What follows belongs to an exercise in optimizing a design on an open flow for small area; a production flow would make more cautious choices.
RTL that was checked went through simulation tests only; none was proved equivalent to the original.
For runs 4, 5 and 7, only the layout was checked, not whether the RTL still works.
Power is estimated from default activity; no workload was simulated. The clock port is modelled as an ideal driver; clocking choices that lean on that would not hold on a real chip.

`config.mk`:
```
export PLATFORM = sky130hd
export DESIGN_NAME = risc_trace_top
export DESIGN_NICKNAME = risc_trace_top
export VERILOG_FILES = /design/flow/design.v
export SDC_FILE = /design/flow/constraint.sdc
export NUM_CORES = 4
export LEC_CHECK = 0
export CAP_MARGIN = 20
export CORE_MARGIN = 2
export CORE_UTILIZATION = 40
export SLEW_MARGIN = 20
```
`constraint.sdc`:
```
create_clock -name core_clock -period 5.0 [get_ports {clk}]
set_input_delay 1.0000 -clock core_clock [delete_from_list [all_inputs] [get_ports {clk}]]
set_output_delay 1.0000 -clock core_clock [all_outputs]
set_load 0.01 [all_outputs]
```
`design.v`:
```
module risc_trace_top (
  input  logic        clk,
  input  logic        rst,
  input  logic        start,
  input  logic [31:0] pc_i,
  input  logic [31:0] instr_i,
  input  logic [31:0] wdata_i,
  input  logic        rd_en,
  output logic        core_rst,
  output logic        running,
  output logic        done,
  output logic        halt_det,
  output logic        timeout,
  output logic        overflow,
  output logic [31:0] cycle_cnt,
  output logic [4:0]  count,
  output logic        rd_valid,
  output logic [31:0] rd_pc,
  output logic [31:0] rd_instr,
  output logic [31:0] rd_wdata
);
  risc_trace_ctrl #(
    .DATA_W     (32),
    .ADDR_W     (32),
    .DEPTH      (16),
    .RST_CYCLES (2),
    .MAX_CYCLES (1000),
    .STALL_LIMIT(4)
  ) u_ctrl (
    .clk      (clk),
    .rst      (rst),
    .start    (start),
    .pc_i     (pc_i),
    .instr_i  (instr_i),
    .wdata_i  (wdata_i),
    .rd_en    (rd_en),
    .core_rst (core_rst),
    .running  (running),
    .done     (done),
    .halt_det (halt_det),
    .timeout  (timeout),
    .overflow (overflow),
    .cycle_cnt(cycle_cnt),
    .count    (count),
    .rd_valid (rd_valid),
    .rd_pc    (rd_pc),
    .rd_instr (rd_instr),
    .rd_wdata (rd_wdata)
  );
endmodule

module risc_trace_ctrl #(
  parameter int DATA_W      = 32,
  parameter int ADDR_W      = 32,
  parameter int DEPTH       = 16,
  parameter int RST_CYCLES  = 1,
  parameter int MAX_CYCLES  = 10,
  parameter int STALL_LIMIT = 4
) (
  input  logic                     clk,
  input  logic                     rst,
  input  logic                     start,
  input  logic [ADDR_W-1:0]        pc_i,
  input  logic [DATA_W-1:0]        instr_i,
  input  logic [DATA_W-1:0]        wdata_i,
  input  logic                     rd_en,
  output logic                     core_rst,
  output logic                     running,
  output logic                     done,
  output logic                     halt_det,
  output logic                     timeout,
  output logic                     overflow,
  output logic [31:0]              cycle_cnt,
  output logic [$clog2(DEPTH):0]   count,
  output logic                     rd_valid,
  output logic [ADDR_W-1:0]        rd_pc,
  output logic [DATA_W-1:0]        rd_instr,
  output logic [DATA_W-1:0]        rd_wdata
);
  localparam int PTR_W = $clog2(DEPTH);
  localparam int CNT_W = PTR_W + 1;
  localparam int ENT_W = ADDR_W + 2 * DATA_W;
  localparam int CYC_W = $clog2(MAX_CYCLES + 1);
  localparam int STL_W = (STALL_LIMIT > 2) ? $clog2(STALL_LIMIT) : 1;
  localparam int RST_W = (RST_CYCLES > 2) ? $clog2(RST_CYCLES) : 1;
  logic              in_reset;
  logic [RST_W-1:0]  rst_cnt;
  logic [CYC_W-1:0]  cyc;
  logic [STL_W-1:0]  stall_cnt;
  logic [DEPTH-1:0]  rd_sel;
  logic [DEPTH-1:0][ENT_W-1:0] ring;
  logic [ENT_W-1:0]  newest;
  logic              full;
  logic              go;
  logic              pop_ok;
  logic              same_pc;
  logic              hit_halt;
  logic              hit_budget;
  logic              adv;
  assign full       = count[PTR_W];
  assign go         = start && !in_reset && !running;
  assign pop_ok     = done && rd_en && (count != '0) && !start;
  assign same_pc    = (count != '0) && (pc_i == newest[ENT_W-1 -: ADDR_W]);
  assign hit_halt   = same_pc && (stall_cnt == STL_W'(STALL_LIMIT - 1));
  assign hit_budget = (cyc == CYC_W'(MAX_CYCLES - 1));
  assign adv        = running ? !full : (done && !pop_ok);
  assign newest    = ring[0];
  assign core_rst  = !running;
  assign cycle_cnt = 32'(cyc);
  always_ff @(posedge clk) begin
    ring[0] <= running ? {pc_i, instr_i, wdata_i} : ring[DEPTH-1];
    for (int i = 1; i < DEPTH; i++) ring[i] <= ring[i-1];
  end
  always_ff @(posedge clk) begin
    if (go)       rd_sel <= DEPTH'(1);
    else if (adv) rd_sel <= {rd_sel[DEPTH-2:0], rd_sel[DEPTH-1]};
  end
  logic [ENT_W-1:0] rd_ent;
  always_comb begin
    rd_ent = '0;
    for (int i = 0; i < DEPTH; i++)
      rd_ent = rd_ent | (ring[i] & {ENT_W{rd_sel[i]}});
  end
  assign {rd_pc, rd_instr, rd_wdata} = rd_ent;
  always_ff @(posedge clk or negedge rst) begin
    if (!rst) begin
      in_reset  <= 1'b0;
      rst_cnt   <= '0;
      running   <= 1'b0;
      done      <= 1'b0;
      count     <= '0;
      stall_cnt <= '0;
      cyc       <= '0;
      halt_det  <= 1'b0;
      timeout   <= 1'b0;
      overflow  <= 1'b0;
      rd_valid  <= 1'b0;
    end else begin
      rd_valid <= pop_ok;
      if (go) begin
        in_reset  <= 1'b1;
        done      <= 1'b0;
        rst_cnt   <= '0;
        count     <= '0;
        stall_cnt <= '0;
        cyc       <= '0;
        halt_det  <= 1'b0;
        timeout   <= 1'b0;
        overflow  <= 1'b0;
      end else if (pop_ok) begin
        count <= count - 1'b1;
      end
      if (in_reset) begin
        if (rst_cnt == RST_W'(RST_CYCLES - 1)) begin
          in_reset <= 1'b0;
          running  <= 1'b1;
        end else begin
          rst_cnt <= rst_cnt + 1'b1;
        end
      end
      if (running) begin
        cyc       <= cyc + 1'b1;
        stall_cnt <= same_pc ? stall_cnt + 1'b1 : '0;
        if (full) overflow <= 1'b1;
        else      count    <= count + 1'b1;
        if (hit_halt)   halt_det <= 1'b1;
        if (hit_budget) timeout  <= 1'b1;
        if (hit_halt || hit_budget) begin
          running <= 1'b0;
          done    <= 1'b1;
        end
      end
    end
  end
endmodule
```
`flow/run.sh`:
```
#!/bin/bash
# The standard layout (standard.sh) with these changes:
#  - ABC maps the combinational logic with one area-oriented &nf pass
#    (flow/abc_area_map.script) in place of ORFS's speed script; registers
#    are untouched, as dfflibmap maps them before ABC runs;
#  - input and output ports are buffered with the smallest buffer;
#  - CTS clusters up to 30 sinks per leaf buffer and adds no dummy loads.
set -euo pipefail
here=$(pwd)
rm -rf "$here/scripts_mod"
cp -r "$FLOW_HOME/scripts" "$here/scripts_mod"
cp "$here/flow/abc_area_map.script" "$here/scripts_mod/abc_speed.script"
bash standard.sh \
  "SCRIPTS_DIR=$here/scripts_mod" \
  "BUFFER_PORTS_ARGS=-buffer_cell sky130_fd_sc_hd__buf_1" \
  "CTS_ARGS=-sink_clustering_enable -repair_clock_nets -dont_use_dummy_load -sink_clustering_size 30 -sink_clustering_max_diameter 80" \
  finish > make_finish.log 2>&1
```
`flow/abc_area_map.script`:
```
&get -n
&st
&dch
&nf -p -R 1000
&put
topo
stime -c
```
`standard.sh`:
```
#!/bin/bash
# synth_recipe.tcl (not shown) runs the flow's synth.tcl, then flattens the netlist and writes it again
# the make line also repeats each setting of config.mk as NAME=value (left out here)
make -C /OpenROAD-flow-scripts/flow DESIGN_CONFIG=/design/flow/config.mk WORK_HOME=/design/flow/orfs CLKGATE_MAP_FILE= SYNTH_SCRIPT=/design/flow/synth_recipe.tcl "${@:-finish}"
```
==> results of run 1 <==
## final timing paths
path | start | to | cells past startpoint
worst min register to register | u_ctrl.ring[311] | u_ctrl.ring[407] | 0
max in group asynchronous | rst | u_ctrl.count[4] | 2
worst max register to register | u_ctrl.count[0] | u_ctrl.rd_sel[2] | 9
worst min-delay path | u_ctrl.ring[311] | u_ctrl.ring[407] | 0
min in group asynchronous | rst | u_ctrl.timeout | 2
worst max-delay path | u_ctrl.rd_sel[12] | rd_pc[13] | 5
## registers in the layout, indices dropped and copies added (netlist names), 2 cells and up
signal	flops
u_ctrl.count	5
u_ctrl.cyc	10
u_ctrl.ring	1536
u_ctrl.rd_sel	16
u_ctrl.stall_cnt	2
## worst max-delay path: cells and delay by family (launching register included)
family | cells | cell delay [ns]
simple gates | 2 | 0.43
buf+inv | 2 | 0.71
flops | 1 | 0.98
compound gates | 1 | 0.15
## power groups by stage
stage / registers, mW / logic [mW] / clock network (mW)
finish: 13.5 / 0.116 / 5.77
floorplan: 13.7 / 0.0696 / 0
global route: 13.6 / 0.130 / 6.38
detailed placement: 13.8 / 0.117 / 0
CTS: 13.5 / 0.119 / 5.94
global placement: 13.8 / 0.118 / 0
## layer usage
metal  global-route usage, %  part of all wire, %  routed length, um  vias up
met2                   29.90                   45              46130      713
met3                   2.702                  6.3               6451      122
met5                       0                0.087                 89        -
met1                   27.14                   46              46920    12190
li1                        -                    -                  -    11530
met4                   4.784                  2.1               2137       14
## cell families after synthesis
group,after synthesis
flip-flops,1577
AO/OA/AOI/OAI,587
AND/OR/NAND/NOR,505
multiplexers,96
buffers and inverters,71
XOR/XNOR,38
adder cells (fa/ha/maj),4
other,1
## layout by cell type, fill, tap and decap left out, drive strengths merged, types with 2 or more instances in the layout
| cell type | netlist | routed |
|---|---|---|
| and4 | 24 | 24 |
| o31ai | 2 | 2 |
| o21ai | 24 | 24 |
| nor2 | 43 | 43 |
| mux2 | 96 | 96 |
| nor4 | 9 | 9 |
| nand2 | 238 | 238 |
| xnor2 | 4 | 4 |
| nand4 | 61 | 61 |
| dfxtp | 1552 | 1552 |
| clkbuf | 0 | 61 |
| dfrtp | 25 | 25 |
| a21oi | 40 | 40 |
| and3 | 16 | 16 |
| conb | 1 | 22 |
| a211o | 7 | 7 |
| a22oi | 106 | 106 |
| a222oi | 298 | 298 |
| clkinv | 48 | 48 |
| ha | 4 | 4 |
| a221o | 6 | 6 |
| nor3 | 6 | 6 |
| nand2b | 2 | 2 |
| a221oi | 96 | 96 |
| xor2 | 34 | 34 |
| buf | 23 | 262 |
| nand3 | 106 | 106 |
## layout make-up
cell class | count | area [um2] | share of cell area, %
diodes | 1 | 2.502 | 0.005499
inverters | 48 | 180.2 | 0.3960
well taps | 1368 | 1712 | 3.762
flip-flops and latches | 1577 | 31760 | 69.79
multi-input cells | 1252 | 9064 | 19.92
clock buffers | 61 | 1526 | 3.355
repair buffers | 262 | 1260 | 2.769
==> impl_metrics.csv, run 1 <==
group,metric,value,unit
outcome,status,"complete, no violations",
sta,maxSlewHeadroom,27.68,%
yosys,yosys.area_share.simple,5.791,%
sta,rsz0062_at_grt,"false",
sta,max_clock_freq,0.2511,GHz
yosys,synthArstFlopShare,1.585,%
cts,root_buffer,"clkbuf_16",
yosys,post-synth-top-count-cell,"dfxtp_1",
finish,post-route-util,44.72,%
yosys,synthTopCellsByArea,"dfxtp_1, a222oi_1, mux2_1",
yosys,synthCells,2879,
pwr,seq_power_share,69.7,%
sta,timing.hold.ws,0.2657,ns
pwr,power_density,427.0,mW/mm2
sta,finalHoldViolations,0,
sta,fin_setup_tns,0,ns
route,wl_per_cell,22.27,um
route,vias,24570,
global_route,grt_pass1_wl,151.1,mm
finish,stdcell_count,4569,
sta,slew_violations,0,
pwr,totalPowerFinal,19.43,mW
setup_path,path_cells,"buf_4, a222oi_1, and4_1, nand3_1, buf_1",
finish,drive_gt1_share,3.844,%
pwr,switching_power,3.970,mW
floorplan,ios,240,
yosys,syn_area_per_cell,14.25,um2
global_route,antenna_found_initial,7,
floorplan,initial_utilization,40.33,%
global_route,grtUsageTotal,18.89,%
floorplan,coreArea,0.1017,mm2
placement,gp_congestion,0.7373,
pwr,switching_share,20.43,%
placement,postPlaceCellArea,0.04395,mm2
sta,period_needed,3.982,ns
setup_path,cpMaxStageDelayCell,"dfxtp_4",
setup_path,end_kind,"output port",
route,drt_iter0_drc,3255,
route,postRouteAntennaNets,0,
pwr,clkPwrFrac,29.7,%
route,post_drt_via_cell_ratio,5.378,
yosys,synth_edf_count,0,
floorplan,die_w,324.3,um
cts,numCtsBuffers,61,
placement,dpl.hpwl,56.78,mm
sta,worst_slew_pin_slew,1.085,ns
pwr,internal-power,15.46,mW
setup_path,arrival,2.98,ns
cts,htreeDepth,2,
cts,cts.path.max_buffers,3,
yosys,synth_xor_area_share,0.8111,%
finish,syn_to_final_growth,10.89,%
setup_path,critPathKind,"flip-flop to output port",
finish,design_area,0.04550,mm2
cts,ctsHoldBuffers,0,
global_route,grt_pass1_vias,23860,
yosys,synthesis.area,0.04103,mm2
sta,timing.final.crit_share,79.64,%
route,drt_pass1_iterations,9,
cts,postCtsSetupRepairBufs,0,
floorplan,dieArea,0.1052,mm2
sta,fin_skew,0.06721,ns
floorplan,fp.dieH,324.3,um
cts,cts_tree,"done",
cts,cts.repair.resized,0,
yosys,yosys_warnings,1,
cts,clk_pin_slew_worst_paths,0.10,ns
yosys,synth-compound-area-share,12.53,%
setup_path,crit_path_start_kind,"flip-flop",
cts,clk_latency,0.69,ns
pwr,p_comb_share,0.6,%
route,route.detailed.drc,0,
pwr,p_leak,17.69,nW
yosys,seq_area_frac_synth,77.24,%
setup_path,max_stage_delay,0.98,ns
floorplan,num_rows,117,
setup_path,cp_max_fo,46,
yosys,synth_top_family_by_area,"compound AO/OA/AOI/OAI gates",
global_route,grt_max_degree,74,
job,drv_cap,0,
yosys,synth-seq-cells,1577,
setup_path,worstPathRequired,4.00,ns
yosys,synth_fa_ha_area_share,0.1220,%
yosys,synthMuxAreaShare,2.635,%
yosys,netlist.area_leader.share,75.72,%
placement,port_buffers,217,
finish,fillCellCount,9195,
route,wl,101.7,mm
yosys,yosysTopAreaCell,"dfxtp_1",
yosys,synth_top_cells_by_count,"dfxtp_1, a222oi_1, nand2_1",
placement,dpl.cell_count,4506,
placement,place_ws,1.718,ns
yosys,ys.flop_type,"dfxtp_1",
hold_path,hold_path_class,"flip-flop to flip-flop",
setup_path,rrSetupSlack,2.25,ns
sta,layout_setup_ws,1.018,ns
sta,finalSetupViolCount,0,
cts,cts.sinks,1577,
pwr,vdd_ir_drop_max,208.3,uV
global_route,grt_overflow,0,
finish,final_nets,3306,
yosys,synth_cell_types,34,
==> inputs of run 2 (changes only) <==
--- a/config.mk
+++ b/config.mk
@@ -7,5 +7,5 @@
 export LEC_CHECK = 0
 export CAP_MARGIN = 20
 export CORE_MARGIN = 2
-export CORE_UTILIZATION = 40
+export CORE_UTILIZATION = 65
 export SLEW_MARGIN = 20
==> impl_metrics.csv, run 2 <==
group,metric,value,unit
outcome,status,"complete, no violations",
cts,cts.repair.resized,0,
global_route,grt_max_degree,64,
sta,timing.final.crit_share,82.17,%
finish,reg_top3,"u_ctrl.ring: 1536 flops, u_ctrl.rd_sel: 16 flops, u_ctrl.cyc: 10 flops",
yosys,synthTopCellsByArea,"dfxtp_1, a222oi_1, mux2_1",
pwr,switching_share,20.25,%
sta,timing.hold.ws,0.3279,ns
floorplan,initial_utilization,65.41,%
finish,final_nets,3295,
placement,port_buffers,217,
finish,largest-register,"u_ctrl.ring",
setup_path,cpMaxStageDelayCell,"dfxtp_4",
yosys,synth_top_cells_by_count,"dfxtp_1, a222oi_1, nand2_1",
floorplan,coreArea,0.06274,mm2
yosys,post-synth-top-count-cell,"dfxtp_1",
route,drt_pass1_iterations,8,
yosys,syn_area_per_cell,14.25,um2
hold_path,hold_path_class,"flip-flop to flip-flop",
sta,slew_violations,0,
yosys,synthesis.area,0.04103,mm2
floorplan,fp.dieH,255.3,um
yosys,synth_top_family_by_area,"compound AO/OA/AOI/OAI gates",
pwr,switching_power,3.902,mW
yosys,synth_xor_area_share,0.8111,%
route,postRouteAntennaNets,0,
route,vias,25360,
yosys,yosys.area_share.simple,5.791,%
pwr,p_comb_share,0.6,%
setup_path,end_kind,"output port",
job,drv_cap,0,
sta,finalHoldViolations,0,
yosys,synth-compound-area-share,12.53,%
hold_path,hold_depth,0,
yosys,synth_cell_types,34,
route,wl_per_cell,24.52,um
sta,rsz0062_at_grt,"false",
finish,post-route-util,71.29,%
cts,htreeDepth,2,
yosys,netlist.area_leader.share,75.72,%
cts,ctsHoldBuffers,0,
route,wl,99.00,mm
sta,finalSetupViolCount,0,
setup_path,critPathBufInv,2,
global_route,grt_pass1_vias,25750,
yosys,synthCells,2879,
route,drt_iter0_drc,3272,
cts,root_buffer,"clkbuf_16",
sta,max_clock_freq,0.2434,GHz
yosys,synth_fa_ha_area_share,0.1220,%
global_route,grt_pass1_wl,149.5,mm
pwr,power_density,430.7,mW/mm2
sta,worst_slew_pin_slew,1.063,ns
pwr,internal-power,15.36,mW
cts,clk_pin_slew_worst_paths,0.11,ns
pwr,clkPwrFrac,29.0,%
route,post_drt_via_cell_ratio,6.279,
setup_path,path_depth,5,
sta,fin_skew,0.03816,ns
finish,fillCellCount,4291,
yosys,synthArstFlopShare,1.585,%
placement,gp_congestion,0.7921,
sta,period_needed,4.108,ns
floorplan,num_rows,92,
setup_path,cp_max_fo,61,
sta,layout_setup_ws,0.8915,ns
yosys,synth_edf_count,0,
finish,layout_commonest_cell,"dfxtp_1",
setup_path,max_stage_delay,1.04,ns
finish,syn_to_final_growth,8.998,%
floorplan,dieArea,0.06515,mm2
setup_path,arrival,3.11,ns
cts,cts_tree,"done",
placement,place_ws,1.579,ns
finish,final_cell_mix,"dfxtp_1, a222oi_1, nand2_1, buf_1",
sta,fin_setup_tns,0,ns
cts,numCtsBuffers,58,
yosys,synthMuxAreaShare,2.635,%
pwr,p_leak,17.60,nW
pwr,seq_power_share,70.4,%
global_route,antenna_found_initial,7,
setup_path,critPathKind,"flip-flop to output port",
cts,clk_latency,0.67,ns
yosys,seq_area_frac_synth,77.24,%
setup_path,critical-path-top-delay-family,"flip-flops",
global_route,grtUsageTotal,29.81,%
sta,maxSlewHeadroom,29.12,%
cts,cts.path.max_buffers,3,
setup_path,crit_path_start_kind,"flip-flop",
cts,cts.sinks,1577,
yosys,synth-seq-cells,1577,
route,route.detailed.drc,0,
yosys,ys.flop_type,"dfxtp_1",
floorplan,die_w,255.3,um
finish,largest_register_ffs,1536,
setup_path,rr_worst_depth,4,
cts,postCtsSetupRepairBufs,0,
setup_path,path_cells,"buf_4, a22oi_1, and4_1, nand3_1, buf_1",
pwr,vdd_ir_drop_max,336.8,uV
finish,drive_gt1_share,3.512,%
yosys,yosysTopAreaCell,"dfxtp_1",
floorplan,ios,240,
global_route,grt_overflow,0,
placement,dpl.hpwl,55.24,mm
setup_path,worstPathRequired,4.00,ns
yosys,yosys_warnings,1,
==> run 2: cell counts after synthesis <==
Identical to the previous run, type by type.
==> run 2: kinds of logic (layout without fill, tap and decap cells) <==
kind of cell | after synthesis | count (layout)
DFF | 1577 | 1577
AOI/OAI and AO/OA | 587 | 587
and+or+nand+nor | 505 | 505
muxes | 96 | 96
buffers and inverters | 71 | 360
xor gates and xnor gates | 38 | 38
adders and majority gates | 4 | 4
other | 1 | 25
==> run 2: worst paths after layout <==
| kind | from | to | slack (ns) |
|---|---|---|---|
| min in group asynchronous | rst | u_ctrl.cyc[6] | 0.34 |
| max in group asynchronous | rst | u_ctrl.running | 4.37 |
| worst min register to register | u_ctrl.ring[501] | u_ctrl.ring[597] | 0.33 |
| worst max register to register | u_ctrl.running | u_ctrl.count[3] | 1.99 |
| worst min-delay path | u_ctrl.ring[501] | u_ctrl.ring[597] | 0.33 |
| worst max-delay path | u_ctrl.rd_sel[1] | rd_wdata[3] | 0.89 |
==> run 2: cell type report <==
| cell class | instances | area, um2 | share of cell area (%) |
|---|---|---|---|
| Tap cell | 846 | 1059 | 2.367 |
| Multi-Input combinational cell | 1252 | 9064 | 20.27 |
| Timing Repair Buffer | 254 | 1205 | 2.694 |
| Sequential cell | 1577 | 31760 | 71.01 |
| Inverter | 48 | 180.2 | 0.4028 |
| Clock buffer | 58 | 1451 | 3.245 |
| Antenna cell | 3 | 7.507 | 0.01679 |
==> run 2: power groups by stage <==
stage          combinational (mW)  clock (mW)  sequential (mW)
2_1_floorplan              0.0696           0             13.7
3_3_place_gp                0.114           0             13.8
3_5_place_dp                0.115           0             13.8
4_1_cts                     0.117        5.64             13.6
5_1_grt                     0.128        6.06             13.6
6_report                    0.116        5.58             13.6
==> run 2: routing by layer <==
metal	vias up	part of all wire [%]	global-route usage [%]
met1	12720	43	41.47
met3	179	7.2	4.993
met2	939	47	47.93
met4	8	2.7	9.607
li1	11510	-	-
met5	-	0.057	0
==> run 2: through the flow <==
stage                     power (mW)  cell area [um2]  instances
after floorplan                13.79            41110       2900
after global placement         13.91            43270       3977
after detailed placement       13.95            43270       3977
after CTS                      19.32            44720       4035
after global routing           19.83            44720       4037
final                          19.26            44730       4038
==> inputs of run 3 (changes only) <==
--- a/flow/run.sh
+++ b/flow/run.sh
@@ -1,6 +1,6 @@
 #!/bin/bash
 # The standard layout (standard.sh) with these changes:
-#  - ABC maps the combinational logic with one area-oriented &nf pass
+#  - ABC maps the combinational logic with two area-oriented &nf passes
 #    (flow/abc_area_map.script) in place of ORFS's speed script; registers
 #    are untouched, as dfflibmap maps them before ABC runs;
 #  - input and output ports are buffered with the smallest buffer;
==> flow/abc_area_map.script (replaced) <==
&get -n
&st
&dch
&nf -p -R 1000
&st
&dch
&nf -p -R 1000
&put
topo
stime -c
--- a/config.mk
+++ b/config.mk
@@ -7,5 +7,5 @@
 export LEC_CHECK = 0
 export CAP_MARGIN = 20
 export CORE_MARGIN = 2
-export CORE_UTILIZATION = 65
+export CORE_UTILIZATION = 40
 export SLEW_MARGIN = 20
==> impl_metrics.csv, run 3 <==
group,metric,value,unit
placement,port_buffers,217,
setup_path,max_stage_delay,1.01,ns
setup_path,end_kind,"output port",
yosys,netlist.area_leader.share,76.05,%
cts,clk_pin_slew_worst_paths,0.11,ns
finish,largest-register,"u_ctrl.ring",
floorplan,die_w,323.6,um
yosys,synthesis.area,0.04086,mm2
pwr,p_comb_share,0.6,%
outcome,status,"complete, no violations",
sta,fin_setup_tns,0,ns
sta,period_needed,4.034,ns
sta,fin_skew,0.1010,ns
finish,reg_top3,"u_ctrl.ring: 1536 flops, u_ctrl.rd_sel: 16 flops, u_ctrl.cyc: 10 flops",
pwr,internal-power,15.46,mW
route,wl_per_cell,24.34,um
finish,final_cell_mix,"dfxtp_1, a222oi_1, buf_1, a22oi_1, mux2_1",
cts,cts.sinks,1577,
cts,cts.path.max_buffers,3,
yosys,post-synth-top-count-cell,"dfxtp_1",
setup_path,worstPathRequired,4.00,ns
pwr,totalPowerFinal,19.46,mW
global_route,antenna_found_initial,5,
pwr,switching_power,3.993,mW
sta,finalHoldViolations,0,
placement,dpl.hpwl,59.28,mm
cts,cts.repair.resized,0,
sta,timing.final.crit_share,80.68,%
cts,postCtsSetupRepairBufs,0,
global_route,grt_pass1_vias,24820,
placement,place_ws,1.638,ns
yosys,seq_area_frac_synth,77.58,%
setup_path,crit_path_end,"rd_pc[2]",
route,wl,107.6,mm
route,drt_iter0_drc,3405,
setup_path,r2r_start,"u_ctrl.ring[68]",
cts,htreeDepth,2,
placement,gp_congestion,0.7653,
yosys,synthCells,2729,
setup_path,critPathKind,"flip-flop to output port",
sta,rsz0062_at_grt,"false",
yosys,synthArstFlopShare,1.585,%
floorplan,ios,240,
route,postRouteAntennaNets,0,
setup_path,path_cells,"buf_4, a22o_1, a221oi_1, and4_1, nand3_1, buf_1",
finish,syn_to_final_growth,11.12,%
yosys,yosys_warnings,1,
global_route,grt_overflow,0,
route,post_drt_via_cell_ratio,5.609,
cts,cts_tree,"done",
global_route,grt_pass1_wl,158.2,mm
pwr,clkPwrFrac,29.6,%
yosys,synth_top_cells_by_count,"dfxtp_1, a222oi_1, a22oi_1",
setup_path,cpMaxStageDelayCell,"dfxtp_4",
setup_path,rr_worst_depth,6,
pwr,vdd_ir_drop_max,328.9,uV
yosys,ys.flop_type,"dfxtp_1",
setup_path,r2r-end,"u_ctrl.done",
route,drt_pass1_iterations,9,
cts,ctsHoldBuffers,0,
yosys,syn_area_per_cell,14.97,um2
pwr,seq_power_share,69.7,%
finish,largest_register_ffs,1536,
pwr,power_density,428.6,mW/mm2
yosys,synth_cell_types,37,
finish,final_nets,3154,
pwr,p_leak,17.11,nW
sta,slew_violations,0,
yosys,synthTopCellsByArea,"dfxtp_1, a222oi_1, a22oi_1",
cts,root_buffer,"clkbuf_16",
floorplan,initial_utilization,40.22,%
setup_path,cp_max_fo,49,
yosys,synth_edf_count,0,
route,route.detailed.drc,0,
floorplan,dieArea,0.1047,mm2
finish,fillCellCount,9225,
finish,layout_commonest_cell,"dfxtp_1",
sta,finalSetupViolCount,0,
cts,clk_latency,0.71,ns
sta,max_clock_freq,0.2479,GHz
sta,timing.hold.ws,0.2756,ns
pwr,switching_share,20.52,%
sta,maxSlewHeadroom,26.77,%
sta,layout_setup_ws,0.9659,ns
yosys,synth-seq-cells,1577,
floorplan,num_rows,117,
floorplan,fp.dieH,323.6,um
cts,numCtsBuffers,61,
setup_path,rrSetupSlack,2.21,ns
setup_path,crit_start,"u_ctrl.rd_sel[11]",
floorplan,coreArea,0.1016,mm2
setup_path,arrival,3.03,ns
route,vias,24780,
placement,dpl.cell_count,4355,
global_route,grt_max_degree,57,
finish,stdcell_count,4419,
hold_path,hold_path_class,"input pin to async pin",
finish,drive_gt1_share,4.003,%
sta,worst_slew_pin_slew,1.099,ns
global_route,grtUsageTotal,19.91,%
yosys,yosysTopAreaCell,"dfxtp_1",
job,drv_cap,0,
setup_path,crit_path_start_kind,"flip-flop",
## run 3: changes by cell type in the layout (fill, tap and decap cells not counted), sizes merged, moves of 39 or more
cell | before | now
nand2 | 238 | 86
a22o | 1 | 59
nand3 | 106 | 60
a22oi | 106 | 150
and4 | 24 | 67
clkinv | 48 | 9
## run 3: through the flow
stage / instance area [um2] / utilization, %
after global placement: 43860 / 43.17
final: 45400 / 44.69
after CTS: 45390 / 44.68
after floorplan: 40940 / -
after global routing: 45400 / 44.69
after detailed placement: 43860 / 43.17
## run 3: kinds of logic after synthesis
family	share of synthesized area, %
AOI/OAI and AO/OA	13.69
xor gates and xnor gates	0.6431
adders and majority gates	0.1225
buffers and inverters	0.5053
DFF	77.58
muxes	2.591
other	0.009178
and+or+nand+nor	4.863
## run 3: routing by layer
metal  GRT usage [%]  vias up  wire [um]
li1                -    11260          -
met4           5.185        4       2243
met5               0        -         30
met3           2.847      124       8012
met1           28.24    12430      48280
met2           31.91      968      49010
## run 3: final cells by class
type | instances | area, um2 | share of cell area, %
multi-input combinational | 1141 | 9037 | 19.91
clock buffer | 61 | 1526 | 3.362
antenna | 3 | 7.507 | 0.01654
timing repair buffer | 260 | 1325 | 2.918
inverter | 9 | 33.78 | 0.07441
sequential | 1577 | 31760 | 69.95
tap | 1368 | 1712 | 3.770
## run 3: worst max-delay path: cells and delay by family, from the launching register on
family	cells	cell delay, ns
buffers and inverters	2	0.75
AOI/OAI and AO/OA	2	0.24
and+or+nand+nor	2	0.30
DFF	1	1.01
## run 3: worst min path at each step
| stage | endpoint | slack (ns) | depth (start not counted) | from |
|---|---|---|---|---|
| global route | u_ctrl.count[0] | 0.28 | 2 | rst |
| detailed placement | u_ctrl.ring[515] | 0.33 | 0 | u_ctrl.ring[419] |
| finish | u_ctrl.count[0] | 0.28 | 2 | rst |
| global placement | u_ctrl.ring[1256] | 0.33 | 0 | u_ctrl.ring[1160] |
| floorplan | u_ctrl.ring[1001] | 0.33 | 0 | u_ctrl.ring[905] |
| CTS | u_ctrl.count[0] | 0.24 | 2 | rst |
## run 3: power groups by stage
stage / clock [mW] / combinational [mW] / sequential, mW
floorplan: 0 / 0.0734 / 13.7
global placement: 0 / 0.123 / 13.8
detailed placement: 0 / 0.123 / 13.8
CTS: 5.91 / 0.124 / 13.6
global route: 6.36 / 0.135 / 13.6
finish: 5.77 / 0.122 / 13.6
==> inputs of run 4 (changes only) <==
--- a/design.v
+++ b/design.v
@@ -82,9 +82,8 @@
   localparam int ENT_W = ADDR_W + 2 * DATA_W;
   localparam int CYC_W = $clog2(MAX_CYCLES + 1);
   localparam int STL_W = (STALL_LIMIT > 2) ? $clog2(STALL_LIMIT) : 1;
-  localparam int RST_W = (RST_CYCLES > 2) ? $clog2(RST_CYCLES) : 1;
   logic              in_reset;
-  logic [RST_W-1:0]  rst_cnt;
+  logic              rst_last;
   logic [CYC_W-1:0]  cyc;
   logic [STL_W-1:0]  stall_cnt;
   logic [DEPTH-1:0]  rd_sel;
@@ -107,6 +106,8 @@
   assign newest    = ring[0];
   assign core_rst  = !running;
   assign cycle_cnt = 32'(cyc);
+  assign timeout   = (cyc == CYC_W'(MAX_CYCLES));
+  assign overflow  = (cyc > CYC_W'(DEPTH));
   always_ff @(posedge clk) begin
     ring[0] <= running ? {pc_i, instr_i, wdata_i} : ring[DEPTH-1];
     for (int i = 1; i < DEPTH; i++) ring[i] <= ring[i-1];
@@ -122,49 +123,38 @@
       rd_ent = rd_ent | (ring[i] & {ENT_W{rd_sel[i]}});
   end
   assign {rd_pc, rd_instr, rd_wdata} = rd_ent;
+  always_ff @(posedge clk) begin
+    stall_cnt <= same_pc ? stall_cnt + 1'b1 : '0;
+    rst_last <= in_reset;
+  end
   always_ff @(posedge clk or negedge rst) begin
     if (!rst) begin
       in_reset  <= 1'b0;
-      rst_cnt   <= '0;
       running   <= 1'b0;
       done      <= 1'b0;
       count     <= '0;
-      stall_cnt <= '0;
       cyc       <= '0;
       halt_det  <= 1'b0;
-      timeout   <= 1'b0;
-      overflow  <= 1'b0;
       rd_valid  <= 1'b0;
     end else begin
       rd_valid <= pop_ok;
       if (go) begin
         in_reset  <= 1'b1;
         done      <= 1'b0;
-        rst_cnt   <= '0;
         count     <= '0;
-        stall_cnt <= '0;
         cyc       <= '0;
         halt_det  <= 1'b0;
-        timeout   <= 1'b0;
-        overflow  <= 1'b0;
       end else if (pop_ok) begin
         count <= count - 1'b1;
       end
-      if (in_reset) begin
-        if (rst_cnt == RST_W'(RST_CYCLES - 1)) begin
-          in_reset <= 1'b0;
-          running  <= 1'b1;
-        end else begin
-          rst_cnt <= rst_cnt + 1'b1;
-        end
+      if (in_reset && rst_last) begin
+        in_reset <= 1'b0;
+        running  <= 1'b1;
       end
       if (running) begin
-        cyc       <= cyc + 1'b1;
-        stall_cnt <= same_pc ? stall_cnt + 1'b1 : '0;
-        if (full) overflow <= 1'b1;
-        else      count    <= count + 1'b1;
-        if (hit_halt)   halt_det <= 1'b1;
-        if (hit_budget) timeout  <= 1'b1;
+        cyc <= cyc + 1'b1;
+        if (!full) count <= count + 1'b1;
+        if (hit_halt) halt_det <= 1'b1;
         if (hit_halt || hit_budget) begin
           running <= 1'b0;
           done    <= 1'b1;
--- a/config.mk
+++ b/config.mk
@@ -7,5 +7,5 @@
 export LEC_CHECK = 0
 export CAP_MARGIN = 20
 export CORE_MARGIN = 2
-export CORE_UTILIZATION = 40
+export CORE_UTILIZATION = 65
 export SLEW_MARGIN = 20
==> impl_metrics.csv, run 4 <==
group,metric,value,unit
sta,finalSetupViolCount,0,
floorplan,dieArea,0.06487,mm2
floorplan,die_w,254.7,um
sta,timing.final.crit_share,76.05,%
pwr,internal-power,15.35,mW
yosys,synth_top_cells_by_count,"dfxtp_1, a222oi_1, a22oi_1",
route,wl_per_cell,26.16,um
placement,port_buffers,217,
placement,dpl.cell_count,3834,
finish,layout_commonest_cell,"dfxtp_1",
global_route,grtUsageTotal,30.82,%
finish,largest-register,"u_ctrl.ring",
sta,maxSlewHeadroom,26.28,%
pwr,p_comb_share,0.6,%
setup_path,worstPathRequired,4.00,ns
yosys,synth_edf_count,0,
finish,syn_to_final_growth,9.201,%
setup_path,cp_max_fo,35,
yosys,synth_cell_types,37,
setup_path,crit_start,"u_ctrl.rd_sel[7]",
finish,post-route-util,72.02,%
yosys,syn_area_per_cell,14.91,um2
global_route,grt_pass1_wl,153.0,mm
yosys,synthCells,2740,
yosys,netlist.area_leader.share,76.20,%
route,wl,101.9,mm
yosys,yosys.area_share.simple,5.121,%
cts,htreeDepth,2,
yosys,ys.flop_type,"dfxtp_1",
sta,slew_violations,0,
pwr,vdd_ir_drop_max,379.7,uV
route,post_drt_via_cell_ratio,6.483,
placement,postPlaceCellArea,0.04315,mm2
outcome,status,"complete, no violations",
pwr,power_density,430.9,mW/mm2
pwr,seq_power_share,70.6,%
pwr,clkPwrFrac,28.9,%
sta,fin_skew,0.02697,ns
finish,fillCellCount,4269,
sta,rsz0062_at_grt,"false",
route,route.detailed.drc,0,
setup_path,critPathKind,"flip-flop to output port",
cts,cts.path.max_buffers,3,
finish,final_nets,3162,
floorplan,num_rows,91,
floorplan,coreArea,0.06194,mm2
yosys,seq_area_frac_synth,77.43,%
finish,stdcell_count,3896,
cts,cts.sinks,1575,
yosys,post-synth-top-count-cell,"dfxtp_1",
pwr,switching_share,20.16,%
cts,ctsHoldBuffers,0,
cts,numCtsBuffers,58,
sta,timing.hold.ws,0.2993,ns
global_route,grt_max_degree,60,
global_route,grt_overflow,0,
yosys,synthMuxAreaShare,2.665,%
setup_path,arrival,2.80,ns
floorplan,ios,240,
floorplan,fp.dieH,254.7,um
finish,largest_register_ffs,1536,
yosys,synthArstFlopShare,1.270,%
setup_path,cpMaxStageDelayCell,"dfxtp_4",
yosys,yosysTopAreaCell,"dfxtp_1",
yosys,synth-compound-area-share,13.48,%
yosys,synth_xor_area_share,0.6217,%
route,drt_iter0_drc,3472,
sta,fin_setup_tns,0,ns
yosys,synth-seq-cells,1575,
pwr,p_leak,17.11,nW
yosys,synth_fa_ha_area_share,0.1531,%
yosys,synth_top_family_by_area,"compound AO/OA/AOI/OAI gates",
finish,final_cell_mix,"dfxtp_1, a222oi_1, buf_1, a22oi_1, nand2_1",
sta,finalHoldViolations,0,
hold_path,hold_path_class,"input pin to async pin",
setup_path,rrSetupSlack,2.20,ns
finish,design_area,0.04461,mm2
setup_path,r2r_start,"u_ctrl.ring[80]",
placement,gp_congestion,0.8536,
global_route,grt_pass1_vias,25680,
placement,dpl.hpwl,57.15,mm
global_route,antenna_found_initial,10,
setup_path,crit_path_start_kind,"flip-flop",
yosys,synthTopCellsByArea,"dfxtp_1, a222oi_1, a22oi_1",
route,postRouteAntennaNets,0,
cts,cts_tree,"done",
setup_path,end_kind,"output port",
yosys,synthesis.area,0.04085,mm2
placement,place_ws,1.497,ns
cts,cts.repair.resized,0,
setup_path,path_cells,"buf_4, a222oi_1, and4_1, nand3_1, buf_1",
cts,clk_pin_slew_worst_paths,0.11,ns
cts,root_buffer,"clkbuf_16",
job,drv_cap,0,
pwr,totalPowerFinal,19.22,mW
route,drt_pass1_iterations,10,
finish,drive_gt1_share,3.830,%
cts,clk_latency,0.66,ns
cts,postCtsSetupRepairBufs,0,
floorplan,initial_utilization,65.95,%
yosys,yosys_warnings,1,
sta,max_clock_freq,0.2630,GHz
setup_path,max_stage_delay,0.71,ns
pwr,switching_power,3.874,mW
finish,reg_top3,"u_ctrl.ring: 1536 flops, u_ctrl.rd_sel: 16 flops, u_ctrl.cyc: 10 flops",
sta,worst_slew_pin_slew,1.098,ns
sta,layout_setup_ws,1.197,ns
route,vias,25260,
sta,period_needed,3.803,ns
run 4: changes by cell type in the layout (fill, tap and decap cells not counted), moves of 4 or more:
cell,change
nand4_1,+10
nor2_1,-4
xor2_1,+5
and3_1,+5
a22o_1,+7
nand3_1,-9
nand2_1,+10
xnor2_1,-6
a21oi_1,-4
a221oi_1,+6
dfrtp_1,-5
a222oi_1,-16
run 4: logic make-up (layout without fill, tap and decap cells):
| family | count (synthesis) | count (layout) |
|---|---|---|
| flops | 1575 | 1575 |
| simple gates | 375 | 375 |
| xor+xnor | 29 | 29 |
| buf+inv | 34 | 328 |
| mux | 97 | 97 |
| other cells | 1 | 26 |
| compound gates | 624 | 624 |
| fa+ha+maj | 5 | 5 |
run 4: per-layer routing:
layer / share of wire, % / vias to the layer above / track usage, %
li1: - / 11250 / -
met1: 42 / 12650 / 42.63
met2: 47 / 1186 / 50.12
met3: 8.8 / 162 / 4.838
met4: 2.4 / 12 / 9.841
met5: 0.084 / - / 0
run 4: area by class of cell:
type | instances | area (um2) | share of cell area (%)
diodes | 4 | 10.01 | 0.02244
clock buffers | 58 | 1451 | 3.253
inverters | 11 | 41.29 | 0.09256
multi-input cells | 1152 | 9086 | 20.37
flip-flops and latches | 1575 | 31690 | 71.05
well taps | 837 | 1047 | 2.348
repair buffers | 259 | 1280 | 2.869
run 4: path summary, 6_finish.rpt:
path	endpoint	depth (start not counted)
max in group asynchronous	u_ctrl.running	2
hold reg to reg	u_ctrl.ring[995]	0
setup reg to reg	u_ctrl.halt_det	8
hold / removal	u_ctrl.cyc[7]	2
min in group core_clock	u_ctrl.ring[995]	0
setup / recovery	rd_instr[1]	5
run 4: worst max-delay path: cells and delay by family, from the launching register on:
family	cells	cell delay (ns)
AO/OA/AOI/OAI	1	0.22
buffers and inverters	2	0.80
flip-flops	1	0.71
AND/OR/NAND/NOR	2	0.35
run 4: power by group through the flow:
stage	clock network, mW	registers [mW]	logic [mW]
2_1_floorplan	0	13.7	0.0726
3_3_place_gp	0	13.8	0.110
3_5_place_dp	0	13.8	0.112
4_1_cts	5.61	13.5	0.114
5_1_grt	6.05	13.6	0.125
6_report	5.55	13.6	0.113
==> inputs of run 5 (changes only) <==
--- a/flow/run.sh
+++ b/flow/run.sh
@@ -14,4 +14,5 @@
   "SCRIPTS_DIR=$here/scripts_mod" \
   "BUFFER_PORTS_ARGS=-buffer_cell sky130_fd_sc_hd__buf_1" \
   "CTS_ARGS=-sink_clustering_enable -repair_clock_nets -dont_use_dummy_load -sink_clustering_size 30 -sink_clustering_max_diameter 80" \
+  "RECOVER_POWER=100" \
   finish > make_finish.log 2>&1
==> impl_metrics.csv, run 5 <==
group,metric,value,unit
outcome,status,"failed layout checks",
outcome,checkFailReasons,"max-capacitance violations, max-slew violations",
yosys,synthArstFlopShare,1.270,%
floorplan,fp.dieH,254.7,um
sta,fin_skew,0.02422,ns
job,drv_cap,3,
yosys,ys.flop_type,"dfxtp_1",
finish,design_area,0.04459,mm2
setup_path,end_kind,"output port",
setup_path,r2r_start,"u_ctrl.running",
yosys,post-synth-top-count-cell,"dfxtp_1",
finish,drive_gt1_share,3.732,%
finish,multiInputGateArea,0.009086,mm2
route,drt_iter0_drc,3629,
finish,syn_to_final_growth,9.155,%
finish,fillCellCount,4269,
pwr,power_density,431.4,mW/mm2
finish,reg_top3,"u_ctrl.ring: 1536 flops, u_ctrl.rd_sel: 16 flops, u_ctrl.cyc: 10 flops",
finish,post-route-util,71.99,%
setup_path,r2r-end,"u_ctrl.ring[36]",
yosys,yosys_warnings,1,
floorplan,initial_utilization,65.95,%
global_route,grtUsageTotal,30.82,%
yosys,synth_cell_types,37,
floorplan,dieArea,0.06487,mm2
floorplan,ios,240,
sta,worst_slew_pin_slew,2.357,ns
cts,cts_tree,"done",
route,vias,25200,
yosys,syn_area_per_cell,14.91,um2
setup_path,worstPathRequired,4.00,ns
yosys,synth_top_cells_by_count,"dfxtp_1, a222oi_1, a22oi_1",
sta,slew_violations,76,
setup_path,rr_worst_depth,2,
placement,gp_congestion,0.8536,
route,route.detailed.drc,0,
cts,htreeDepth,2,
finish,final_cell_mix,"dfxtp_1, a222oi_1, buf_1, a22oi_1, nand2_1",
pwr,p_leak,17.09,nW
setup_path,cp_max_fo,35,
cts,cts.repair.resized,0,
sta,timing.final.crit_share,87.97,%
finish,final_nets,3162,
cts,ctsHoldBuffers,0,
sta,period_needed,4.399,ns
placement,dpl.cell_count,3834,
setup_path,critical-path-top-delay-family,"flip-flops",
sta,max_clock_freq,0.2273,GHz
floorplan,coreArea,0.06194,mm2
cts,clk_latency,0.66,ns
floorplan,num_rows,91,
sta,fin_setup_tns,0,ns
global_route,grt_pass1_wl,153.0,mm
cts,postCtsSetupRepairBufs,0,
yosys,synth_edf_count,0,
sta,timing.hold.ws,0.3338,ns
cts,clk_pin_slew_worst_paths,0.10,ns
setup_path,crit_start,"u_ctrl.rd_sel[10]",
global_route,antenna_found_initial,10,
setup_path,cpMaxStageDelayCell,"dfxtp_2",
global_route,grt_overflow,0,
route,wl,102.1,mm
global_route,grt_max_degree,60,
yosys,synth-seq-cells,1575,
pwr,vdd_ir_drop_max,380.7,uV
setup_path,crit_path_end,"rd_pc[17]",
cts,numCtsBuffers,58,
sta,rsz0062_at_grt,"false",
hold_path,hold_path_class,"flip-flop to flip-flop",
setup_path,rrSetupSlack,1.59,ns
cts,cts.path.max_buffers,3,
route,wl_per_cell,26.19,um
yosys,seq_area_frac_synth,77.43,%
finish,layout_commonest_cell,"dfxtp_1",
yosys,netlist.area_leader.share,76.20,%
sta,maxSlewHeadroom,-57.15,%
yosys,synthTopCellsByArea,"dfxtp_1, a222oi_1, a22oi_1",
setup_path,critPathBufInv,2,
route,post_drt_via_cell_ratio,6.467,
placement,postPlaceCellArea,0.04315,mm2
yosys,yosysTopAreaCell,"dfxtp_1",
yosys,synthCells,2740,
setup_path,path_cells,"clkbuf_2, a22o_1, a221oi_1, nand4_1, buf_1",
setup_path,arrival,3.40,ns
global_route,grt_pass1_vias,25680,
floorplan,die_w,254.7,um
finish,largest-register,"u_ctrl.ring",
finish,largest_register_ffs,1536,
yosys,synthesis.area,0.04085,mm2
placement,dpl.hpwl,57.15,mm
route,drt_pass1_iterations,9,
cts,cts.sinks,1575,
sta,finalHoldViolations,0,
sta,finalSetupViolCount,0,
setup_path,max_stage_delay,1.25,ns
setup_path,path_depth,5,
cts,root_buffer,"clkbuf_16",
route,postRouteAntennaNets,0,
setup_path,critPathKind,"flip-flop to output port",
finish,stdcell_count,3896,
setup_path,crit_path_start_kind,"flip-flop",
finish,final-seq-area,0.03169,mm2
placement,port_buffers,217,
==> run 5: cell counts after synthesis <==
No cell type changed its count.
==> run 5: per-layer routing <==
metal / global-route usage [%] / wire, um
met2: 50.12 / 47640
met3: 4.838 / 8460
met4: 9.841 / 2623
met5: 0 / 86
met1: 42.63 / 43240
==> run 5: cell families after synthesis <==
group	count (synthesis)	share of synthesized area [%]
xor+xnor	29	0.6218
mux	97	2.665
fa+ha+maj	5	0.1531
flops	1575	77.43
buf+inv	34	0.5237
simple gates	375	5.121
other cells	1	0.009180
compound gates	624	13.48
==> run 5: worst reg2reg max path: stages, from the launching register on <==
cell and delay (ns):
dfrtp_4 1.05, clkbuf_1 1.79, mux2_1 0.45
==> run 5: area by class of cell <==
cell class	instances	share of cell area [%]
well taps	837	2.349
repair buffers	259	2.840
multi-input cells	1152	20.38
inverters	11	0.09260
clock buffers	58	3.255
diodes	4	0.02245
flip-flops and latches	1575	71.07
==> run 5: worst min-delay path by stage <==
stage,start,endpoint,slack (ns),cells past startpoint
floorplan,u_ctrl.ring[907],u_ctrl.ring[1003],0.33,0
global placement,u_ctrl.ring[426],u_ctrl.ring[522],0.33,0
detailed placement,u_ctrl.ring[485],u_ctrl.ring[581],0.33,0
CTS,rst,u_ctrl.cyc[7],0.27,2
global route,u_ctrl.ring[562],u_ctrl.ring[658],0.33,0
finish,u_ctrl.ring[899],u_ctrl.ring[995],0.33,0
==> run 5: power by group <==
part | switching (mW) | internal (mW)
clock | 3.47 | 2.09
sequential | 0.360 | 13.2
combinational | 0.0549 | 0.0577
==> run 5: stage by stage <==
step / total power [mW] / setup slack, ns
floorplan: 13.78 / 0.5792
global placement: 13.91 / 1.475
detailed placement: 13.93 / 1.497
CTS: 19.27 / 1.185
global route: 19.80 / 0.5650
finish: 19.23 / 0.6013
==> inputs of run 6 (changes only) <==
--- a/design.v
+++ b/design.v
@@ -112,9 +112,10 @@
     ring[0] <= running ? {pc_i, instr_i, wdata_i} : ring[DEPTH-1];
     for (int i = 1; i < DEPTH; i++) ring[i] <= ring[i-1];
   end
-  always_ff @(posedge clk) begin
-    if (go)       rd_sel <= DEPTH'(1);
-    else if (adv) rd_sel <= {rd_sel[DEPTH-2:0], rd_sel[DEPTH-1]};
+  always_ff @(posedge clk or negedge rst) begin
+    if (!rst)          rd_sel <= '0;
+    else if (go)       rd_sel <= DEPTH'(1);
+    else if (adv)      rd_sel <= {rd_sel[DEPTH-2:0], rd_sel[DEPTH-1]};
   end
   logic [ENT_W-1:0] rd_ent;
   always_comb begin
--- a/flow/run.sh
+++ b/flow/run.sh
@@ -14,5 +14,4 @@
   "SCRIPTS_DIR=$here/scripts_mod" \
   "BUFFER_PORTS_ARGS=-buffer_cell sky130_fd_sc_hd__buf_1" \
   "CTS_ARGS=-sink_clustering_enable -repair_clock_nets -dont_use_dummy_load -sink_clustering_size 30 -sink_clustering_max_diameter 80" \
-  "RECOVER_POWER=100" \
   finish > make_finish.log 2>&1
==> impl_metrics.csv, run 6 <==
group,metric,value,unit
setup_path,worstPathRequired,4.00,ns
floorplan,dieArea,0.06493,mm2
yosys,synth-seq-cells,1575,
yosys,syn_area_per_cell,14.94,um2
route,vias,25410,
cts,clk_pin_slew_worst_paths,0.11,ns
hold_path,hold_path_class,"flip-flop to flip-flop",
yosys,yosys_warnings,1,
route,route.detailed.drc,0,
cts,postCtsSetupRepairBufs,0,
finish,reg_top3,"u_ctrl.ring: 1536 flops, u_ctrl.rd_sel: 16 flops, u_ctrl.cyc: 10 flops",
pwr,p_leak,17.14,nW
yosys,synthesis.area,0.04089,mm2
cts,ctsHoldBuffers,0,
cts,htreeDepth,2,
route,postRouteAntennaNets,0,
sta,slew_violations,0,
global_route,grt_pass1_wl,153.9,mm
floorplan,initial_utilization,66.01,%
floorplan,ios,240,
cts,cts.path.max_buffers,3,
yosys,synth_xor_area_share,0.5569,%
job,drv_cap,0,
yosys,synth_top_cells_by_count,"dfxtp_1, a222oi_1, a22oi_1",
setup_path,crit_path_start_kind,"flip-flop",
finish,syn_to_final_growth,9.201,%
placement,dpl.hpwl,59.05,mm
finish,post-route-util,72.09,%
pwr,power_density,431.7,mW/mm2
finish,largest-register,"u_ctrl.ring",
finish,drive_gt1_share,4.055,%
global_route,grt_overflow,0,
yosys,synthArstFlopShare,2.286,%
pwr,vdd_ir_drop_max,376.2,uV
pwr,totalPowerFinal,19.27,mW
cts,cts_tree,"done",
floorplan,coreArea,0.06194,mm2
global_route,antenna_found_initial,9,
outcome,status,"complete, no violations",
cts,root_buffer,"clkbuf_16",
cts,clk_latency,0.66,ns
route,wl_per_cell,26.49,um
sta,period_needed,4.024,ns
placement,gp_congestion,0.8613,
setup_path,cp_max_fo,56,
sta,timing.final.crit_share,80.47,%
route,drt_pass1_iterations,7,
yosys,yosys.area_share.simple,5.153,%
finish,final_nets,3165,
global_route,grtUsageTotal,31.01,%
finish,largest_register_ffs,1536,
floorplan,num_rows,91,
finish,layout_commonest_cell,"dfxtp_1",
sta,finalSetupViolCount,0,
finish,final_cell_mix,"dfxtp_1, a222oi_1, buf_1, a22oi_1, nand2_1",
setup_path,arrival,3.02,ns
global_route,grt_pass1_vias,25420,
yosys,netlist.area_leader.share,75.35,%
yosys,synth-compound-area-share,13.46,%
yosys,synthMuxAreaShare,2.555,%
sta,worst_slew_pin_slew,1.086,ns
floorplan,fp.dieH,254.8,um
yosys,synth_cell_types,43,
yosys,synth_top_family_by_area,"compound AO/OA/AOI/OAI gates",
yosys,seq_area_frac_synth,77.55,%
yosys,ys.flop_type,"dfxtp_1",
sta,maxSlewHeadroom,27.62,%
route,wl,103.2,mm
sta,fin_skew,0.02739,ns
route,post_drt_via_cell_ratio,6.520,
yosys,synthCells,2737,
setup_path,critPathKind,"flip-flop to output port",
sta,fin_setup_tns,0,ns
yosys,synth_fa_ha_area_share,0.1530,%
floorplan,die_w,254.8,um
sta,finalHoldViolations,0,
yosys,yosysTopAreaCell,"dfxtp_1",
yosys,synthTopCellsByArea,"dfxtp_1, a222oi_1, a22oi_1",
yosys,post-synth-top-count-cell,"dfxtp_1",
finish,fillCellCount,4240,
cts,numCtsBuffers,58,
setup_path,end_kind,"output port",
sta,rsz0062_at_grt,"false",
cts,cts.sinks,1575,
placement,port_buffers,217,
global_route,grt_max_degree,59,
cts,cts.repair.resized,0,
yosys,synth_edf_count,0,
route,drt_iter0_drc,3639,
sta,max_clock_freq,0.2485,GHz
-- run 6: worst paths after layout --
| check | from | to | slack, ns | cells past startpoint |
|---|---|---|---|---|
| setup / recovery | u_ctrl.rd_sel[6] | rd_instr[2] | 0.98 | 6 |
| hold / removal | u_ctrl.ring[1017] | u_ctrl.ring[1113] | 0.32 | 0 |
| setup reg to reg | u_ctrl.running | u_ctrl.rd_sel[0] | 2.25 | 6 |
| hold reg to reg | u_ctrl.ring[1017] | u_ctrl.ring[1113] | 0.32 | 0 |
| max in group asynchronous | rst | u_ctrl.rd_sel[2] | 3.83 | 1 |
| min in group asynchronous | rst | u_ctrl.cyc[6] | 0.48 | 1 |
-- run 6: metrics by stage --
| step | area (um2) | cells | hold slack (ns) | setup slack [ns] |
|---|---|---|---|---|
| 3_5_place_dp | 43200 | 3837 | 0.3347 | 1.691 |
| 3_3_place_gp | 43200 | 3837 | 0.3324 | 1.718 |
| 2_1_floorplan | 40970 | 2758 | 0.3304 | 0.1443 |
| 6_report | 44650 | 3897 | 0.3241 | 0.9763 |
| 4_1_cts | 44650 | 3895 | 0.3241 | 0.9667 |
| 5_1_grt | 44650 | 3897 | 0.3291 | 0.8723 |
-- run 6: worst max-delay path, stage by stage (launching register included) --
cell and delay (ns):
dfrtp_4 1.07, buf_4 0.48, a22o_1 0.22, a221oi_1 0.05, and4_1 0.24, nand3_1 0.08, buf_1 0.16
-- run 6: cell type report --
type                            count  area, um2  area share, %
Sequential cell                  1575      31770          71.16
Multi-Input combinational cell   1145       9029          20.22
Clock buffer                       58       1451          3.250
Timing Repair Buffer              265       1289          2.886
Tap cell                          837       1047          2.345
Inverter                           15      56.30         0.1261
Antenna cell                        2      5.005        0.01121
-- run 6: per-layer routing --
layer / vias up / wire length, um / track usage (%)
met5: - / 102 / 0
met4: 14 / 2395 / 8.789
met3: 168 / 9024 / 5.237
met2: 1192 / 48520 / 50.49
met1: 12790 / 43190 / 43.11
li1: 11250 / - / -
-- run 6: where the power goes --
part	internal [mW]	switching, mW
sequential	13.2	0.365
clock	2.09	3.49
combinational	0.0599	0.0588
-- run 6: logic make-up after synthesis --
logic type / count (synthesis)
AND/OR/NAND/NOR: 383
adder cells (fa/ha/maj): 5
XOR/XNOR: 26
AO/OA/AOI/OAI: 616
other: 1
buffers and inverters: 38
multiplexers: 93
flip-flops: 1575
==> inputs of run 7 (changes only) <==
--- a/design.v
+++ b/design.v
@@ -86,6 +86,8 @@
   logic              rst_last;
   logic [CYC_W-1:0]  cyc;
   logic [STL_W-1:0]  stall_cnt;
+  logic [PTR_W-1:0]  rd_ptr;
+  logic              rd_on;
   logic [DEPTH-1:0]  rd_sel;
   logic [DEPTH-1:0][ENT_W-1:0] ring;
   logic [ENT_W-1:0]  newest;
@@ -112,17 +114,24 @@
     ring[0] <= running ? {pc_i, instr_i, wdata_i} : ring[DEPTH-1];
     for (int i = 1; i < DEPTH; i++) ring[i] <= ring[i-1];
   end
+  always_ff @(posedge clk) begin
+    if (go)       rd_ptr <= '0;
+    else if (adv) rd_ptr <= rd_ptr + 1'b1;
+  end
   always_ff @(posedge clk or negedge rst) begin
-    if (!rst)          rd_sel <= '0;
-    else if (go)       rd_sel <= DEPTH'(1);
-    else if (adv)      rd_sel <= {rd_sel[DEPTH-2:0], rd_sel[DEPTH-1]};
+    if (!rst)    rd_on <= 1'b0;
+    else if (go) rd_on <= 1'b1;
+  end
+  always_comb begin
+    for (int i = 0; i < DEPTH; i++)
+      rd_sel[i] = rd_on && (rd_ptr == PTR_W'(i));
   end
   logic [ENT_W-1:0] rd_ent;
-  always_comb begin
-    rd_ent = '0;
-    for (int i = 0; i < DEPTH; i++)
-      rd_ent = rd_ent | (ring[i] & {ENT_W{rd_sel[i]}});
-  end
+  risc_trace_rdmux #(.N(DEPTH), .W(ENT_W)) u_rdmux (
+    .d  (ring),
+    .sel(rd_sel),
+    .y  (rd_ent)
+  );
   assign {rd_pc, rd_instr, rd_wdata} = rd_ent;
   always_ff @(posedge clk) begin
     stall_cnt <= same_pc ? stall_cnt + 1'b1 : '0;
@@ -164,3 +173,17 @@
     end
   end
 endmodule
+module risc_trace_rdmux #(
+  parameter int N = 16,
+  parameter int W = 96
+) (
+  input  logic [N-1:0][W-1:0] d,
+  input  logic [N-1:0]        sel,
+  output logic [W-1:0]        y
+);
+  always_comb begin
+    y = '0;
+    for (int i = 0; i < N; i++)
+      y = y | (d[i] & {W{sel[i]}});
+  end
+endmodule
==> flow/run.sh (replaced) <==
#!/bin/bash
# The standard layout (standard.sh) with these changes:
#  - the read multiplexer module risc_trace_rdmux is laid out from the
#    cell-level netlist flow/rdmux_cells.v, put in its place in design.v
#    before synthesis (it has no registers; synthesis is otherwise the
#    standard one);
#  - ABC maps the other combinational logic with two area-oriented &nf
#    passes (flow/abc_area_map.script) in place of ORFS's speed script;
#    registers are untouched, as dfflibmap maps them before ABC runs;
#  - input and output ports are buffered with the smallest buffer;
#  - CTS clusters up to 30 sinks per leaf buffer and adds no dummy loads.
set -euo pipefail
here=$(pwd)
python3 "$here/flow/swap_module.py" "$here/design.v" risc_trace_rdmux \
  "$here/flow/rdmux_cells.v" "$here/design_cells.v" > swap_module.log 2>&1
rm -rf "$here/scripts_mod"
cp -r "$FLOW_HOME/scripts" "$here/scripts_mod"
cp "$here/flow/abc_area_map.script" "$here/scripts_mod/abc_speed.script"
bash standard.sh \
  "VERILOG_FILES=$here/design_cells.v" \
  "SCRIPTS_DIR=$here/scripts_mod" \
  "BUFFER_PORTS_ARGS=-buffer_cell sky130_fd_sc_hd__buf_1" \
  "CTS_ARGS=-sink_clustering_enable -repair_clock_nets -dont_use_dummy_load -sink_clustering_size 30 -sink_clustering_max_diameter 80" \
  finish > make_finish.log 2>&1
==> flow/rdmux_cells.v (new file) <==
// Cell-level version of risc_trace_rdmux (the one-hot AND-OR read
// multiplexer in rtl/risc_trace_ctrl.sv) for N = 16, W = 96. The flow puts
// it in place of the RTL module before synthesis. Per output bit:
//   five a222oi cover sel/d pairs 0..14, a nand2 covers pair 15, and
//   y = nand4(and3(l0, l1, l2), l3, l4, l5), the OR of all sixteen pairs.
module risc_trace_rdmux #(
  parameter int N = 16,
  parameter int W = 96
) (
  input  logic [N-1:0][W-1:0] d,
  input  logic [N-1:0]        sel,
  output logic [W-1:0]        y
);

  for (genvar b = 0; b < W; b++) begin : g
    wire l0, l1, l2, l3, l4, l5, a;
    sky130_fd_sc_hd__a222oi_1 u0 (.A1(d[0][b]),  .A2(sel[0]),  .B1(d[1][b]),  .B2(sel[1]),  .C1(d[2][b]),  .C2(sel[2]),  .Y(l0));
    sky130_fd_sc_hd__a222oi_1 u1 (.A1(d[3][b]),  .A2(sel[3]),  .B1(d[4][b]),  .B2(sel[4]),  .C1(d[5][b]),  .C2(sel[5]),  .Y(l1));
    sky130_fd_sc_hd__a222oi_1 u2 (.A1(d[6][b]),  .A2(sel[6]),  .B1(d[7][b]),  .B2(sel[7]),  .C1(d[8][b]),  .C2(sel[8]),  .Y(l2));
    sky130_fd_sc_hd__a222oi_1 u3 (.A1(d[9][b]),  .A2(sel[9]),  .B1(d[10][b]), .B2(sel[10]), .C1(d[11][b]), .C2(sel[11]), .Y(l3));
    sky130_fd_sc_hd__a222oi_1 u4 (.A1(d[12][b]), .A2(sel[12]), .B1(d[13][b]), .B2(sel[13]), .C1(d[14][b]), .C2(sel[14]), .Y(l4));
    sky130_fd_sc_hd__nand2_1  u5 (.A(d[15][b]), .B(sel[15]), .Y(l5));
    sky130_fd_sc_hd__and3_1   u6 (.A(l0), .B(l1), .C(l2), .X(a));
    sky130_fd_sc_hd__nand4_1  u7 (.A(a), .B(l3), .C(l4), .D(l5), .Y(y[b]));
  end

endmodule
==> flow/swap_module.py (new file) <==
"""Replace one module of a Verilog file with the module in another file.
usage: swap_module.py design.v module_name replacement.v out.v"""
import re, sys
src, name, repl, out = sys.argv[1:5]
text = open(src).read()
pat = re.compile(r'^[ \t]*module\s+' + re.escape(name) + r'\b.*?^[ \t]*endmodule\b[^\n]*\n?',
                 re.S | re.M)
found = pat.findall(text)
if len(found) != 1:
    sys.exit(f"expected one module {name} in {src}, found {len(found)}")
new = pat.sub(lambda m: open(repl).read(), text)
open(out, 'w').write(new)
==> impl_metrics.csv, run 7 <==
group,metric,value,unit
hold_path,hold_path_class,"flip-flop to flip-flop",
finish,drive_gt1_share,4.049,%
pwr,power_density,433.4,mW/mm2
placement,dpl.hpwl,54.85,mm
sta,fin_skew,0.04051,ns
sta,rsz0062_at_grt,"false",
setup_path,cpMaxStageDelayCell,"nor3_4",
sta,timing.final.crit_share,89.76,%
cts,clk_pin_slew_worst_paths,0.11,ns
pwr,vdd_ir_drop_max,348.9,uV
cts,root_buffer,"clkbuf_16",
route,vias,24870,
yosys,synthTopCellsByArea,"dfxtp_1, a222oi_1, mux2_1",
finish,stdcell_count,3759,
sta,slew_violations,0,
setup_path,cp_max_fo,20,
yosys,synth_edf_count,0,
setup_path,critPathBufInv,2,
route,wl,97.99,mm
yosys,ys.flop_type,"dfxtp_1",
route,wl_per_cell,26.07,um
cts,cts.sinks,1564,
yosys,seq_area_frac_synth,78.24,%
pwr,totalPowerFinal,19.11,mW
floorplan,num_rows,91,
sta,worst_slew_pin_slew,1.031,ns
cts,numCtsBuffers,58,
placement,port_buffers,217,
global_route,grt_max_degree,82,
yosys,synthesis.area,0.04015,mm2
floorplan,fp.dieH,252.5,um
setup_path,crit_path_start_kind,"flip-flop",
setup_path,max_stage_delay,0.86,ns
global_route,grtUsageTotal,29.76,%
yosys,netlist.area_leader.share,76.93,%
setup_path,end_kind,"output port",
cts,postCtsSetupRepairBufs,0,
sta,fin_setup_tns,0,ns
global_route,grt_pass1_wl,147.0,mm
finish,post-route-util,71.84,%
finish,largest-register,"u_ctrl.ring",
job,drv_cap,0,
sta,finalHoldViolations,0,
setup_path,path_cells,"ha_1, nand2_1, nor3_4, buf_4, a222oi_1, and3_1, nand4_1, buf_1",
route,drt_pass1_iterations,7,
outcome,status,"complete, no violations",
sta,timing.hold.ws,0.3064,ns
finish,final_nets,3075,
yosys,synth_top_cells_by_count,"dfxtp_1, a222oi_1, nand2_1",
cts,ctsHoldBuffers,0,
finish,largest_register_ffs,1536,
yosys,yosys_warnings,1,
yosys,synthArstFlopShare,1.343,%
setup_path,arrival,3.49,ns
global_route,grt_pass1_vias,24740,
sta,maxSlewHeadroom,31.08,%
finish,syn_to_final_growth,9.806,%
yosys,syn_area_per_cell,15.18,um2
sta,period_needed,4.488,ns
cts,htreeDepth,2,
cts,cts.path.max_buffers,3,
cts,cts.repair.resized,0,
route,post_drt_via_cell_ratio,6.617,
sta,max_clock_freq,0.2228,GHz
yosys,synth-seq-cells,1564,
yosys,synthCells,2646,
yosys,synth_cell_types,36,
floorplan,coreArea,0.06137,mm2
yosys,post-synth-top-count-cell,"dfxtp_1",
global_route,grt_overflow,0,
route,drt_iter0_drc,4214,
route,route.detailed.drc,0,
cts,cts_tree,"done",
floorplan,initial_utilization,65.43,%
global_route,antenna_found_initial,8,
finish,layout_commonest_cell,"dfxtp_1",
cts,clk_latency,0.66,ns
floorplan,ios,240,
placement,dpl.cell_count,3696,
finish,reg_top3,"u_ctrl.ring: 1536 flops, u_ctrl.cyc: 10 flops, u_ctrl.count: 5 flops",
floorplan,dieArea,0.06378,mm2
yosys,yosysTopAreaCell,"dfxtp_1",
floorplan,die_w,252.5,um
setup_path,critical-path-top-delay-family,"simple AND/OR/NAND/NOR gates",
setup_path,worstPathRequired,4.00,ns
sta,finalSetupViolCount,0,
route,postRouteAntennaNets,0,
setup_path,critPathKind,"flip-flop to output port",
finish,final_cell_mix,"dfxtp_1, a222oi_1, buf_1, nand2_1",
pwr,p_leak,16.79,nW
placement,gp_congestion,0.8106,
run 7: changes by cell type in the layout (fill, tap and decap cells not counted), sizes merged, moves of 53 or more:
| cell | before | now |
|---|---|---|
| nand3 | 60 | 7 |
| and3 | 48 | 102 |
| a22oi | 141 | 1 |
| a222oi | 306 | 480 |
| a22o | 65 | 3 |
| a221oi | 67 | 2 |
run 7: kinds of logic after synthesis:
| group | Yosys count | share of synthesized area, % |
|---|---|---|
| AOI/OAI and AO/OA | 526 | 12.67 |
| xor gates and xnor gates | 25 | 0.5453 |
| DFF | 1564 | 78.24 |
| buffers and inverters | 43 | 0.6170 |
| muxes | 93 | 2.602 |
| and+or+nand+nor | 385 | 5.039 |
| adders and majority gates | 9 | 0.2804 |
| other | 1 | 0.009339 |
run 7: area by class of cell:
cell class                      count  area [um2]
Multi-Input combinational cell   1060        8705
Clock buffer                       58        1451
Antenna cell                        5       12.51
Inverter                           20       75.07
Sequential cell                  1564       31420
Fill cell                        4182       17280
Tap cell                          790       988.4
Timing Repair Buffer              262        1440
run 7: path summary, 6_finish.rpt:
kind	from	endpoint	slack, ns	depth (start not counted)
max	u_ctrl.rd_ptr[0]	rd_pc[19]	0.51	8
min	u_ctrl.ring[210]	u_ctrl.ring[306]	0.31	0
max reg2reg	u_ctrl.count[0]	u_ctrl.rd_ptr[3]	2.64	9
min reg2reg	u_ctrl.ring[210]	u_ctrl.ring[306]	0.31	0
max in group asynchronous	rst	u_ctrl.running	4.43	2
min in group asynchronous	rst	u_ctrl.running	0.32	2
run 7: stage by stage:
stage	worst slack, ns	area [um2]
after floorplan	0.05098	40300
after global placement	1.263	42630
after detailed placement	1.233	42630
after CTS	0.5057	44080
after global routing	0.3603	44090
final	0.5120	44090
run 7: routing by layer:
layer,vias up,wire length [um],GRT usage [%]
met5,-,27,0
met4,4,2254,8.622
met3,137,7769,3.728
met2,1111,46150,48.30
met1,12560,41790,42.24
li1,11060,-,-
run 7: where the power goes:
group | internal [mW] | switching (mW) | leakage, nW
Sequential | 13.1 | 0.348 | 13.3
Combinational | 0.0642 | 0.0640 | 2.82
Clock | 2.09 | 3.42 | 0.715

## re-timing with driven ports
No port has a modelled driver above. Below, the same layouts with a new extraction and two added sets of constraints. Step 1 sets driving cells, clkbuf_16 on the clock port and buf_2 on the other inputs (assumed; they add their load-dependent delay and slew). Step 2 moves the port delays by t, midway between the first and last clock arrival at a register: inputs arrive t later, outputs are due t later. That takes back most of the time a late clock gives input paths. a / b / c = no drivers / after step 1 / after step 2; a / b = the first two.
run | t, ns | slack for setup (ns) | worst hold slack (ns) | worst setup path at the end | clock arrival spread, ns
run 1 | 0.734 | 1.018 / 0.949 / 1.684 | 0.266 / 0.235 / 0.266 | register to output | 0.077 / 0.077
run 2 | 0.714 | 0.892 / 0.824 / 1.538 | 0.328 / 0.301 / 0.328 | register to output | 0.042 / 0.042
run 3 | 0.722 | 0.966 / 0.897 / 1.619 | 0.276 / 0.239 / 0.295 | register to output | 0.115 / 0.116
run 4 | 0.710 | 1.197 / 1.132 / 1.435 | 0.299 / 0.266 / 0.335 | input to register | 0.034 / 0.035
run 5 | 0.714 | 0.601 / 0.536 / 1.250 | 0.334 / 0.334 / 0.334 | register to output | 0.032 / 0.031
run 6 | 0.713 | 0.976 / 0.909 / 1.572 | 0.324 / 0.324 / 0.324 | input to register | 0.038 / 0.038
run 7 | 0.706 | 0.512 / 0.449 / 1.155 | 0.306 / 0.289 / 0.306 | register to output | 0.047 / 0.047
